From an optimization exercise on the open Yosys and OpenROAD flow, aimed at a short achievable clock period and few clock cycles; shortcuts taken in it are not production practice. Only simulation tests tie the RTL to the original design; equivalence was not proved.

`flow/constraint.sdc`:
```
create_clock -name core_clock -period 10.0 [get_ports {clk_i}]
set_input_delay 2.0000 -clock core_clock [delete_from_list [all_inputs] [get_ports {clk_i}]]
set_output_delay 2.0000 -clock core_clock [all_outputs]
set_load 0.01 [all_outputs]
```
`flow/design.v`:
```
package shp_pkg;
  localparam int unsigned MaxCitiesDef = 8;
  localparam int unsigned WeightBitsDef = 16;
  localparam int unsigned DistBits = 20;
  localparam logic [DistBits-1:0] DistMax = '1;
  localparam int unsigned CfgBits = 4;
  localparam int unsigned CityOutBits = 3;
  typedef enum logic [3:0] {
    ST_LOAD, ST_INIT, ST_COST, ST_SCAN, ST_CEIL, ST_SWAP, ST_REV, ST_EMIT
  } shp_state_e;
  typedef struct packed {
    logic load;       
    logic init;       
    logic cost_step;  
    logic scan_step;  
    logic ceil_step;  
    logic swap;       
    logic rev_step;   
    logic emit;       
  } shp_cmd_t;
  typedef struct packed {
    logic load_done;
    logic cost_done;
    logic scan_done;
    logic no_pivot;
    logic ceil_done;
    logic rev_done;
    logic emit_done;
  } shp_sts_t;
endpackage
module shp_ctrl (
  input  logic     clk_i,
  input  logic     rst_ni,
  input  logic     start_i,
  input  shp_pkg::shp_sts_t sts_i,
  output shp_pkg::shp_cmd_t cmd_o,
  output logic     busy_o
);
  shp_pkg::shp_state_e state_q, state_d;
  always_ff @(posedge clk_i or negedge rst_ni) begin
    if (!rst_ni) state_q <= shp_pkg::ST_LOAD;
    else state_q <= state_d;
  end
  always_comb begin
    state_d = state_q;
    cmd_o = '0;
    busy_o = 1'b1;
    unique case (state_q)
      shp_pkg::ST_LOAD: begin
        busy_o = 1'b0;
        if (start_i) begin
          cmd_o.load = 1'b1;
          if (sts_i.load_done) state_d = shp_pkg::ST_INIT;
        end
      end
      shp_pkg::ST_INIT: begin
        cmd_o.init = 1'b1;
        state_d = shp_pkg::ST_COST;
      end
      shp_pkg::ST_COST: begin
        cmd_o.cost_step = 1'b1;
        if (sts_i.cost_done) state_d = shp_pkg::ST_SCAN;
      end
      shp_pkg::ST_SCAN: begin
        cmd_o.scan_step = 1'b1;
        state_d = shp_pkg::ST_CEIL;
      end
      shp_pkg::ST_CEIL: begin
        cmd_o.ceil_step = 1'b1;
        state_d = shp_pkg::ST_SWAP;
      end
      shp_pkg::ST_SWAP: begin
        cmd_o.swap = 1'b1;
        state_d = shp_pkg::ST_EMIT;
      end
      shp_pkg::ST_REV: begin
        cmd_o.rev_step = 1'b1;
        if (sts_i.rev_done) state_d = shp_pkg::ST_COST;
      end
      shp_pkg::ST_EMIT: begin
        cmd_o.emit = 1'b1;
        if (sts_i.emit_done) state_d = shp_pkg::ST_LOAD;
      end
      default: state_d = shp_pkg::ST_LOAD;
    endcase
  end
endmodule
module shp_datapath #(
  parameter int unsigned MaxCities = shp_pkg::MaxCitiesDef,
  parameter int unsigned WeightBits = shp_pkg::WeightBitsDef
) (
  input  logic                   clk_i,
  input  logic                   rst_ni,
  input  shp_pkg::shp_cmd_t               cmd_i,
  input  logic [WeightBits-1:0]  edge_weight_i,
  input  logic [shp_pkg::CfgBits-1:0]     num_cities_i,
  output shp_pkg::shp_sts_t               sts_o,
  output logic                   result_valid_o,
  output logic [shp_pkg::CityOutBits-1:0] city_index_o,
  output logic [shp_pkg::DistBits-1:0]    total_distance_o,
  output logic                   last_city_o
);
  localparam int unsigned Depth = MaxCities * MaxCities;
  localparam int unsigned AddrBits = $clog2(Depth);
  localparam int unsigned CntBits = $clog2(Depth + 1);
  localparam int unsigned CityBits = $clog2(MaxCities);
  localparam int unsigned OrdLen = MaxCities - 1;
  localparam int unsigned NBits = $clog2(MaxCities + 1);
  logic [WeightBits-1:0] mem_q [Depth];
  logic [CntBits-1:0] cnt_q;
  logic [CityBits-1:0] ord_q [OrdLen];
  logic [CityBits-1:0] best_q [OrdLen];
  logic [shp_pkg::DistBits-1:0] best_dist_q, acc_q;
  logic [NBits-1:0] k_q, hi_q, piv_q, ceil_q;
  logic [NBits-1:0] n;
  logic [NBits-1:0] m;  
  always_comb begin
    if (num_cities_i < 4'd2) n = NBits'(2);
    else if (num_cities_i > shp_pkg::CfgBits'(MaxCities)) n = NBits'(MaxCities);
    else n = NBits'(num_cities_i);
    m = n - NBits'(1);
  end
  always_ff @(posedge clk_i) begin
    if (cmd_i.load) mem_q[cnt_q[AddrBits-1:0]] <= edge_weight_i;
  end
  logic [CityBits-1:0] np_q [OrdLen];
  logic [CityBits-1:0] np_t [OrdLen];
  logic np_found;
  int np_piv, np_cl;
  always_comb begin
    np_found = 1'b0;
    np_piv = 0;
    for (int i = 0; i + 1 < int'(OrdLen); i++)
      if (NBits'(i + 1) < m && ord_q[i] < ord_q[i+1]) begin
        np_piv = i;
        np_found = 1'b1;
      end
    np_cl = 0;
    for (int j = 0; j < int'(OrdLen); j++)
      if (j > np_piv && NBits'(j) < m && ord_q[j] > ord_q[np_piv]) np_cl = j;
    for (int i = 0; i < int'(OrdLen); i++) np_t[i] = ord_q[i];
    np_t[np_piv] = ord_q[np_cl];
    np_t[np_cl] = ord_q[np_piv];
    for (int i = 0; i < int'(OrdLen); i++) begin
      np_q[i] = np_t[i];
      for (int j = 0; j < int'(OrdLen); j++)
        if (i > np_piv && NBits'(i) < m && j == int'(m) + np_piv - i) np_q[i] = np_t[j];
    end
  end
  logic [WeightBits-1:0] ew_q [OrdLen];
  logic [CityBits-1:0] o1_q [OrdLen];
  logic [CityBits-1:0] o2_q [OrdLen];
  logic v1_q, v2_q;
  logic [shp_pkg::DistBits-1:0] c2_q;
  always_ff @(posedge clk_i) begin
    for (int i = 0; i < int'(OrdLen); i++) begin
      logic [CityBits-1:0] fr;
      fr = (i == 0) ? '0 : ord_q[i-1];
      ew_q[i] <= (NBits'(i) < m) ? mem_q[AddrBits'(AddrBits'(n) * AddrBits'(fr) + AddrBits'(ord_q[i]))] : '0;
      o1_q[i] <= ord_q[i];
      o2_q[i] <= o1_q[i];
    end
    c2_q <= shp_pkg::DistBits'(ew_q[0]) + shp_pkg::DistBits'(ew_q[1]) + shp_pkg::DistBits'(ew_q[2]) +
            shp_pkg::DistBits'(ew_q[3]) + shp_pkg::DistBits'(ew_q[4]) + shp_pkg::DistBits'(ew_q[5]) +
            shp_pkg::DistBits'(ew_q[6]);
  end
  assign sts_o.load_done = (cnt_q + CntBits'(1)) >= CntBits'(n) * CntBits'(n);
  assign sts_o.cost_done = !np_found;
  assign sts_o.scan_done = 1'b1;
  assign sts_o.no_pivot = 1'b0;
  assign sts_o.ceil_done = 1'b1;
  assign sts_o.rev_done = 1'b1;
  assign sts_o.emit_done = (k_q == m);
  always_ff @(posedge clk_i or negedge rst_ni) begin
    if (!rst_ni) begin
      cnt_q <= '0;
      k_q <= '0;
      v1_q <= 1'b0;
      v2_q <= 1'b0;
      best_dist_q <= shp_pkg::DistMax;
      result_valid_o <= 1'b0;
      for (int i = 0; i < int'(OrdLen); i++) ord_q[i] <= CityBits'(i + 1);
    end else begin
      result_valid_o <= 1'b0;
      v1_q <= cmd_i.cost_step;
      v2_q <= v1_q;
      if (cmd_i.load) cnt_q <= sts_o.load_done ? '0 : cnt_q + CntBits'(1);
      if (cmd_i.init) begin
        for (int i = 0; i < int'(OrdLen); i++) ord_q[i] <= CityBits'(i + 1);
        best_dist_q <= shp_pkg::DistMax;
        k_q <= '0;
      end
      if (cmd_i.cost_step && np_found)
        for (int i = 0; i < int'(OrdLen); i++) ord_q[i] <= np_q[i];
      if (v2_q && c2_q < best_dist_q) begin
        best_dist_q <= c2_q;
        for (int i = 0; i < int'(OrdLen); i++) best_q[i] <= o2_q[i];
      end
      if (cmd_i.emit) begin
        result_valid_o <= 1'b1;
        city_index_o <= (k_q == '0) ? '0 :
                        shp_pkg::CityOutBits'(best_q[k_q[CityBits-1:0] - CityBits'(1)]);
        total_distance_o <= best_dist_q;
        last_city_o <= (k_q == m);
        k_q <= sts_o.emit_done ? '0 : k_q + NBits'(1);
        if (sts_o.emit_done)
          for (int i = 0; i < int'(OrdLen); i++) ord_q[i] <= CityBits'(i + 1);
      end
    end
  end
endmodule
module shortest_hamiltonian_path_search_unit #(
  parameter int unsigned MaxCities = shp_pkg::MaxCitiesDef,
  parameter int unsigned WeightBits = shp_pkg::WeightBitsDef
) (
  input  logic                   clk_i,
  input  logic                   rst_ni,
  input  logic                   start,
  output logic                   busy,
  input  logic [WeightBits-1:0]  edge_weight_i,
  input  logic                   cfg_valid,
  output logic                   cfg_ready,
  input  logic [shp_pkg::CfgBits-1:0]     cfg_data_i,
  output logic                   result_valid_o,
  output logic [shp_pkg::CityOutBits-1:0] city_index_o,
  output logic [shp_pkg::DistBits-1:0]    total_distance_o,
  output logic                   last_city_o
);
  shp_pkg::shp_cmd_t cmd;
  shp_pkg::shp_sts_t sts;
  logic [shp_pkg::CfgBits-1:0] num_cities_q;
  assign cfg_ready = 1'b1;
  always_ff @(posedge clk_i or negedge rst_ni) begin
    if (!rst_ni) num_cities_q <= shp_pkg::CfgBits'(8);
    else if (cfg_valid) num_cities_q <= cfg_data_i;
  end
  shp_ctrl u_ctrl (
    .clk_i, .rst_ni, .start_i(start), .sts_i(sts), .cmd_o(cmd), .busy_o(busy)
  );
  shp_datapath #(.MaxCities(MaxCities), .WeightBits(WeightBits)) u_dp (
    .clk_i, .rst_ni, .cmd_i(cmd), .edge_weight_i, .num_cities_i(num_cities_q),
    .sts_o(sts), .result_valid_o, .city_index_o, .total_distance_o, .last_city_o
  );
endmodule
```
`flow/config.mk`:
```
export PLATFORM = sky130hd
export DESIGN_NAME = shortest_hamiltonian_path_search_unit
export DESIGN_NICKNAME = shortest_hamiltonian_path_search_unit
export VERILOG_FILES = /design/flow/design.v
export SDC_FILE = /design/flow/constraint.sdc
export NUM_CORES = 4
export LEC_CHECK = 0
export CAP_MARGIN = 20
export CORE_MARGIN = 2
export CORE_UTILIZATION = 40
export SETUP_SLACK_MARGIN = 5
export SLEW_MARGIN = 20
```
`flow/run.sh`:
```
#!/bin/bash
# synth_recipe.tcl (not shown) runs the flow's synth.tcl, then flattens the netlist and writes it again
# the make line also repeats each setting of config.mk as NAME=value (left out here)
make -C /OpenROAD-flow-scripts/flow DESIGN_CONFIG=/design/flow/config.mk WORK_HOME=/design/flow/orfs CLKGATE_MAP_FILE= SYNTH_SCRIPT=/design/flow/synth_recipe.tcl finish
```
==> results.txt <==
-- worst paths after layout --
kind | start | end | slack (ps) | depth (start not counted)
worst min-delay path | u_dp.o1_q[1][1]$_DFF_P_ | u_dp.o2_q[1][1]$_DFF_P_ | 330 | 0
max in group asynchronous | rst_ni | u_dp.ord_q[2][2]$_DFF_PN0_ | 7690 | 2
worst max register to register | u_dp.ew_q[1][0]$_SDFF_PP0_ | u_dp.c2_q[16]$_DFF_P_ | 3970 | 28
min in group asynchronous | rst_ni | u_dp.result_valid_o$_DFF_PN0_ | 1170 | 1
worst max-delay path | u_dp.ew_q[1][0]$_SDFF_PP0_ | u_dp.c2_q[16]$_DFF_P_ | 3970 | 28
worst min register to register | u_dp.o1_q[1][1]$_DFF_P_ | u_dp.o2_q[1][1]$_DFF_P_ | 330 | 0
-- placed cells by master (no fill, tap or decap), types with 83 or more instances in the layout --
cell type,netlist,final
sky130_fd_sc_hd__mux4_2,1952,1952
sky130_fd_sc_hd__edfxtp_1,1069,1069
sky130_fd_sc_hd__buf_4,5,397
sky130_fd_sc_hd__inv_1,246,233
sky130_fd_sc_hd__nand2_1,199,187
sky130_fd_sc_hd__clkbuf_16,0,178
sky130_fd_sc_hd__dfxtp_1,173,171
sky130_fd_sc_hd__ha_1,164,140
sky130_fd_sc_hd__nor2_1,217,119
sky130_fd_sc_hd__buf_12,0,100
sky130_fd_sc_hd__buf_6,1,99
sky130_fd_sc_hd__mux2i_1,109,92
sky130_fd_sc_hd__a211oi_4,1,87
sky130_fd_sc_hd__a21oi_1,112,85
sky130_fd_sc_hd__nor2b_1,113,83
-- metrics by stage --
step	util, %	area [um^2]
after floorplan	-	98100
after global placement	42.4	103000
after detailed placement	42.4	103000
after CTS	46.3	113000
after global routing	48.0	117000
final	48.0	117000
-- per-layer routing --
layer / vias to the layer above / global-route usage (%) / routed length (um)
li1: 26000 / - / -
met1: 37300 / 40.9 / 137000
met2: 6984 / 45.9 / 178000
met3: 1329 / 14.3 / 69400
met4: 16 / 16.4 / 25300
met5: - / 0.251 / 600
-- cells by family after synthesis --
family                   share of synthesized area (%)
other                                          0.00769
multiplexers                                      46.3
AND/OR/NAND/NOR                                   3.43
XOR/XNOR                                         0.671
buffers and inverters                             3.13
adder cells (fa/ha/maj)                           3.98
AO/OA/AOI/OAI                                     4.44
flip-flops                                        38.0
-- state kept, by name (all words and copies together) (netlist names), 7 cells and up --
| signal | count |
|---|---|
| u_dp.total_distance_o | 20 |
| u_dp.c2_q | 19 |
| u_dp.best_q | 21 |
| u_dp.mem_q | 1024 |
| u_dp.o2_q | 21 |
| u_dp.best_dist_q | 20 |
| u_dp.o1_q | 21 |
| u_dp.ord_q | 21 |
| u_dp.cnt_q | 7 |
| u_dp.ew_q | 112 |
-- cell type report --
cell class / count / area share (%)
tap: 3202 / 3.43
sequential: 1304 / 31.9
timing repair buffer: 712 / 7.08
antenna: 12 / 0.0257
clock inverter: 90 / 0.878
multi-input combinational: 3745 / 52.3
clock buffer: 196 / 3.62
inverter: 247 / 0.819
timing repair inverter: 1 / 0.00429
-- timing repair --
action / in CTS / in global routing
pin swaps: 130 / 176
setup endpoints to repair: 128 / 141
buffers inserted: 201 / 196
resized for setup: 405 / 380
gates cloned: 13 / 19
==> metrics.md <==
| Metric | Value |
|---|---|
| Max Slew Vio Count | `0` |
| Total area of multi-input combinational cells | `0.0610 mm^2` |
| Crit path largest cell delay | `530 ps` |
| Placed wire-length estimate after detailed placement | `238000 um` |
| Share of synthesized registers carrying an async set or reset | `4.75%` |
| Chip Width | `498 um` |
| RePlAce Congestion | `0.945` |
| Endpoints failing hold | `0` |
| Most frequent cell after synthesis | `sky130_fd_sc_hd__mux4_2` |
| Share of Yosys cell area claimed by the top area cell type | `45.0%` |
| Count of non-filler cells in the finished layout | `9509` |
| Hold buffer count at cts | `0` |
| Number of violations reported at the end of detailed-routing iteration 0 | `13.2k` |
| CTS tree | `built` |
| Status | `finished clean` |
| Num Clock Sinks | `1304` |
| Wire length of the first global-routing pass | `554000 um` |
| Vias | `71.6k` |
| Primary flip-flop cell chosen by synthesis mapping | `sky130_fd_sc_hd__edfxtp_1` |
| Fill cell total of the finished layout | `20.1k` |
| Via count of the first global-routing pass | `68.0k` |
| Fraction of layout cells with a size suffix above 1 | `54.4%` |
| Router iterations before antenna repair | `8` |
| Slew headroom | `24.1%` |
| Area of the core region | `0.243 mm^2` |
| Minimum clock period | `6030 ps` |
| Setup slack at placement | `2350 ps` |
| Top cell types by occurrence after synthesis | `sky130_fd_sc_hd__mux4_2 (1952), sky130_fd_sc_hd__edfxtp_1 (1069), sky130_fd_sc_hd__clkbuf_1 (394)` |
| Largest net degree at the start of global routing | `87` |
| Post-layout nets | `6444` |
| Mean post-synth cell area | `16.7 um^2` |
| WP data arrival | `6730 ps` |
| CP Launch Type | `flip-flop` |
| Count of mapped cells out of synthesis | `5846` |
| Number of unique standard cell types used by synthesis | `97` |
| RSZ-0062 raised after global routing | `true` |
| Max frequency | `0.166 GHz` |
| Max-cap violation count | `0` |
| Die Span Y | `498 um` |
| Tightest Pin Transition | `1140 ps` |
| Max Buffers Root-to-Sink | `3` |
| Worst hold slack across all endpoints | `326 ps` |
| Average detailed-routed wire length per instance | `43.2 um` |
| Post-synthesis to final-layout area growth | `19.4%` |
| Biggest fanout along the worst timing path | `3` |
| Syn. warnings | `10` |
| Total area of sequential cells | `0.0372 mm^2` |
| Antenna-violating nets left | `0` |
| Antenna violations before repair | `31` |
| Final critical-path setup slack | `3970 ps` |
| Cell taking the most area after synthesis | `sky130_fd_sc_hd__mux4_2` |
| Sum of negative setup slack | `0 ps` |
| Hold crit path type | `reg2reg` |
| Period utilization | `60.3%` |
| CTS buffer count | `154` |
| Average vias per placed instance | `7.53` |
| CTS HTree Levels | `4` |
| Top cells by area in the synthesized netlist | `sky130_fd_sc_hd__mux4_2 (45%), sky130_fd_sc_hd__edfxtp_1 (33%), sky130_fd_sc_hd__dfxtp_1 (3.5%)` |
| Crit. End Element | `flip-flop` |
| Fin Clk Skew | `33.7 ps` |
| Row cnt | `181` |
| Family with the most delay on the worst path | `adder cells` |
| Data required, critical path | `10700 ps` |
| CP max-delay cell | `sky130_fd_sc_hd__fa_1` |
| CP bufs+invs | `3` |
| Total Routed Length | `411000 um` |
| Most frequent cell on the critical path | `sky130_fd_sc_hd__a21o_1` |
| Remaining Overflow, GRT | `0` |
| Combined global-route utilization of all metal layers | `32.0%` |
| Final number of setup-violating endpoints | `0` |
| Insertion delay to the later sink of the worst-skew pair | `840 ps` |
| Port Buf Inserts | `49` |
| Ports placed on the boundary | `51` |
| Sequential cell area fraction in the yosys report | `38.0%` |
| Total die area | `0.248 mm^2` |
| Starting density of the core | `40.2%` |
| CTS root buf | `sky130_fd_sc_hd__clkbuf_16` |
| Post-synthesis instance area | `0.0977 mm^2` |
| Number of synthesized flops with an enable pin | `1069` |
| Critical setup path kind | `reg2reg` |
| Post-synthesis sequential element count | `1304` |
| Clk slew on worst S/H paths | `60 ps` |
| Remaining DRCs | `0` |
| Count of placed standard cells including taps | `8782` |
Testbench counts, summed over its fixed seeds: cycles 171,848.

[re-timing with driven ports]
Ports are ideal in the flow. The routed layout listed here was re-timed in OpenROAD.
Step 1 sets driving cells, clkbuf_16 on the clock port and buf_2 on the other inputs (assumed; they add their load-dependent delay and slew).
Step 2 moves the port delays by t, midway between the first and last clock arrival at a register: inputs arrive t later, outputs are due t later. That takes back most of the time a late clock gives input paths.
Slacks: ideal / step 1 / step 2; pairs: ideal / step 1.
t, ns: 0.910
setup slack, ns: 3.974 / 3.974 / 3.960
worst setup path at the end: input to register
worst slew at a driven data input, ns: 0.16
After both steps setup and hold are still met in this run. For this run, drivers alone change the setup slack by 0.000 ns; drivers and shift together by -0.014 ns.
